This design comes from an exercise in tuning for small area on the open sky130 flow, not from production work. In this exercise RTL edits were held to simulation tests only and were not proved equivalent to the original. No activity file was given, so power comes from the tool's default toggle rates.

==> flow/design.v <==
module reg_file #(
   parameter int DATA_WIDTH = 32,
   parameter int ADDR_WIDTH = 5
) (
   input  logic                  clk,
   input  logic                  rst_n,
   input  logic [DATA_WIDTH-1:0] sbus_in,
   input  logic [ADDR_WIDTH-1:0] write_select,
   input  logic [ADDR_WIDTH-1:0] sbus_select,
   input  logic [ADDR_WIDTH-1:0] alu_select,
   output logic [DATA_WIDTH-1:0] sbus_out,
   output logic [DATA_WIDTH-1:0] alu_out
);
   localparam int N = 2 ** ADDR_WIDTH;
   logic [N-1:1][DATA_WIDTH-1:0] regs;
   always_ff @(posedge clk) begin
      if (!rst_n) begin
         for (int i = 1; i < N; i++) regs[i] <= '0;
      end else if (write_select != '0) begin
         regs[write_select] <= sbus_in;
      end
   end
   always_comb begin
      sbus_out = (sbus_select == '0) ? '0 : regs[sbus_select];
      alu_out  = (alu_select  == '0) ? '0 : regs[alu_select];
   end
endmodule
==> flow/run.sh <==
#!/bin/bash
# synth_recipe.tcl (not shown) runs the flow's synth.tcl, then flattens the netlist and writes it again
# the make line also repeats each setting of config.mk as NAME=value (left out here)
make -C /OpenROAD-flow-scripts/flow DESIGN_CONFIG=/design/flow/config.mk WORK_HOME=/design/flow/orfs CLKGATE_MAP_FILE= SYNTH_SCRIPT=/design/flow/synth_recipe.tcl finish
==> flow/config.mk <==
export PLATFORM = sky130hd
export DESIGN_NAME = reg_file
export DESIGN_NICKNAME = reg_file
export VERILOG_FILES = /design/flow/design.v
export SDC_FILE = /design/flow/constraint.sdc
export NUM_CORES = 4
export LEC_CHECK = 0
export CAP_MARGIN = 20
export CORE_MARGIN = 2
export CORE_UTILIZATION = 40
export SLEW_MARGIN = 20
==> flow/constraint.sdc <==
create_clock -name core_clock -period 8.0 [get_ports {clk}]
set_input_delay 1.6000 -clock core_clock [delete_from_list [all_inputs] [get_ports {clk}]]
set_output_delay 1.6000 -clock core_clock [all_outputs]
set_load 0.01 [all_outputs]
==> run notes <==
-- layout make-up --
cell class	count	area share, %
inverter	11	0.0707
clock buffer	156	5.47
tap	1742	3.73
multi-input combinational	3158	51.7
clock inverter	45	1.03
sequential	992	34.0
timing repair buffer	224	3.95
-- cells in the final DEF, fill, tap and decap left out, types with 4 or more instances in the layout --
cell type / n
nand2_2: 12
ha_1: 11
clkinv_8: 4
nand3_1: 36
clkdlybuf4s50_1: 109
clkinvlp_4: 5
buf_12: 23
clkbuf_1: 16
nand3b_1: 31
mux2i_1: 1053
a32o_1: 31
nand4_1: 10
nor3_1: 10
buf_8: 6
nor2_1: 14
buf_4: 85
mux4_2: 542
o211ai_4: 11
dfxtp_1: 992
or3_1: 5
a22o_1: 33
o21ai_0: 68
clkbuf_8: 33
clkinv_2: 20
bufinv_16: 11
nand2_1: 1212
clkbuf_16: 107
inv_1: 8
nor4_4: 7
xnor2_2: 5
-- how the worst min path moves through the flow --
stage	end	from	cells after the start	slack [ns]
floorplan	regs[160]	regs[160]	2	0.44
global placement	regs[307]	regs[307]	2	0.45
detailed placement	regs[38]	regs[38]	2	0.46
CTS	regs[444]	regs[444]	2	0.47
global route	regs[300]	regs[300]	2	0.48
finish	regs[444]	regs[444]	2	0.47
-- cell families after synthesis --
group           Yosys count  synth area share [%]
fa+ha+maj                13                 0.313
simple gates           1361                  10.7
xor+xnor                 10                 0.183
compound gates          178                  2.66
mux                    1596                  43.8
buf+inv                 500                  4.27
flops                   992                  38.2
-- critical path: stages --
cell	delay, ns
clkdlybuf4s50_1	0.57
inv_1	0.12
ha_4	0.61
buf_4	0.57
mux4_2	0.40
mux4_2	0.54
a22o_1	0.26
clkdlybuf4s50_1	0.50
-- through the flow --
step	setup slack [ns]	cell area, µm²	std cells	hold slack [ns]
2_1_floorplan	2.22	52000	4650	0.441
3_5_place_dp	1.20	54500	6125	0.456
6_report	1.18	58400	6328	0.467
5_1_grt	1.04	58400	6328	0.482
4_1_cts	1.20	58300	6326	0.468
3_3_place_gp	1.19	54500	6123	0.448
-- per-layer routing --
metal / global-route usage, % / vias up / wire [µm]
li1: - / 16500 / -
met1: 32.7 / 19200 / 70200
met2: 41.3 / 1216 / 80000
met3: 3.30 / 249 / 9630
met4: 8.23 / 2 / 5200
met5: 0 / - / 13
-- power breakdown --
group	switching, mW	internal [mW]
sequential	0.0425	5.00
clock	2.17	3.13
combinational	0.827	0.443
==> results.yml <==
logic_synthesis:
  yosysTopAreaCell: "dfxtp_1"
  yosysSeqAreaShare_pct: 38.2
  synth_nets: 4712
  syn_area_um2: 52000
  synth_cell_type_count: 60
  synth_top_area_share_pct: 38.2
  synthTopCellsByArea: "dfxtp_1 (38%), mux4_2 (23%), mux2i_1 (20%)"
  syn_area_per_cell_um2: 11.2
  async_flop_share_pct: 0
  netlist_top_cells_count: "nand2_1 (1224), mux2i_1 (1053), dfxtp_1 (992)"
  yosys_most_used_dff: "dfxtp_1"
  ys_seq_elements: 992
  synth_edf_count: 0
  synthMostInstantiatedCell: "nand2_1"
  netlist_instances: 4650
  yosysWarningCount: 1
layout:
  drive_above_1_share_pct: 19.7
  fill_cells: 11700
  largest_reg_flops: 992
  regMostFlops: "regs"
  seqCellArea_um2: 19900
  multi_input_area_um2: 30200
  areaGrowthSynthToFinish_pct: 12.2
  fin_util_pct: 45.2
  diodes: 0
  nNetsFinal: 4556
  largestRegisters: "regs: 992 flops"
clock_tree:
  clockBufferDepth: 3
  cts-resized-gates: 0
  cts_setup_buffers: 0
  cts_hold_buffers: 0
  cts_max_level: 3
  cts_tree: "yes"
  clk_latency_ns: 0.69
  cts.sinks: 992
  cts_made_buffers: 107
  clkSlewWorstSetupHoldPaths_ns: 0.06
  root_buffer: "clkbuf_16"
drt:
  drc_errors: 0
  ant_nets: 0
  via_per_inst: 5.89
  wl_per_cell_um: 26.1
  firstDrtPassIters: 5
  wl_um: 165000
  vias: 37200
  drt_iter0_drc: 3262
floorplan:
  design.core.area_um2: 129000
  start_util_pct: 40.2
  fp-row-count: 132
  dieArea_um2: 133000
  ios: 113
  die_x_um: 365
  die_h_um: 365
critical_path:
  cp.required_ns: 6.40
  critPathCapture: "alu_out[1]"
  r2r_slack_ns: 7.22
  crit_start: "alu_select[1]"
  r2r-end: "regs[927]"
  critical_path_class: "primary input to output pin"
  cp_max_fo: 34
  start_kind: "primary input"
  crit_arrival_ns: 5.22
  regToRegStartpoint: "regs[927]"
  crit_path_end_kind: "output pin"
  r2r_cells: 2
global_route:
  antenna_found_initial: 1
  grt_first_pass_wirelength_um: 246000
  grt_max_degree: 172
  grt_use_total_pct: 24.6
  overflow: 0
  grt_pass1_vias: 37200
placed_design:
  portBuffers: 112
  globalplace.congestion: 0.807
  hpwl_um: 92900
run_status:
  outcome: "finished clean"
sta:
  skew_ns: 0
  worstMarginPinSlew_ns: 1.07
  fin_crit_sh_pct: 85.2
  max_freq_mhz: 147
  drv_slew: 0
  max_slew_margin_pct: 27.7
  fin_tns_setup_ns: 0
  period_needed_ns: 6.82
  finalSetupViolations: 0
  grt_setup_unrepaired: "false"
  hold_viol_final: 0
power_and_ir_drop:
  p_leak_nw: 23.5
  cellPowerDensity_nw_per_um2: 199
  p_total_mw: 11.6
  worst_ir_drop_vdd_mv: 0.196
hold_path:
  min_path_type: "register to register"
job:
  drv_cap: 0

==> afterwards: timing with drivers on the ports <==
The flow's constraints put no driver on any port. The routed layout listed below was extracted and timed again, unchanged, in two steps.
Step 1 (the two cells are an assumption about what drives the block):
set clk [get_ports {clk}]
set_driving_cell -lib_cell sky130_fd_sc_hd__clkbuf_16 $clk
set_driving_cell -lib_cell sky130_fd_sc_hd__buf_2 [delete_from_list [all_inputs] $clk]
Step 2 adds t to the input delays and takes it off the output delays; t is the mean of the earliest and latest rising clock arrival at the registers after step 1. Input paths then give back, and output paths get back, about the clock's delay inside the block.
Slacks: no drivers / after step 1 / after step 2; pairs: no drivers / after step 1.
t, ns: 0.775
setup WS [ns]: 1.182 / 1.083 / 1.083
hold WS [ns]: 0.467 / 0.467 / 0.467
worst setup path after step 2: input to output
clock arrival spread, ns: 0.029 / 0.028
After both steps this run still meets setup and hold. The setup slack of this run moves by -0.099 ns with the drivers and by -0.099 ns with both steps.
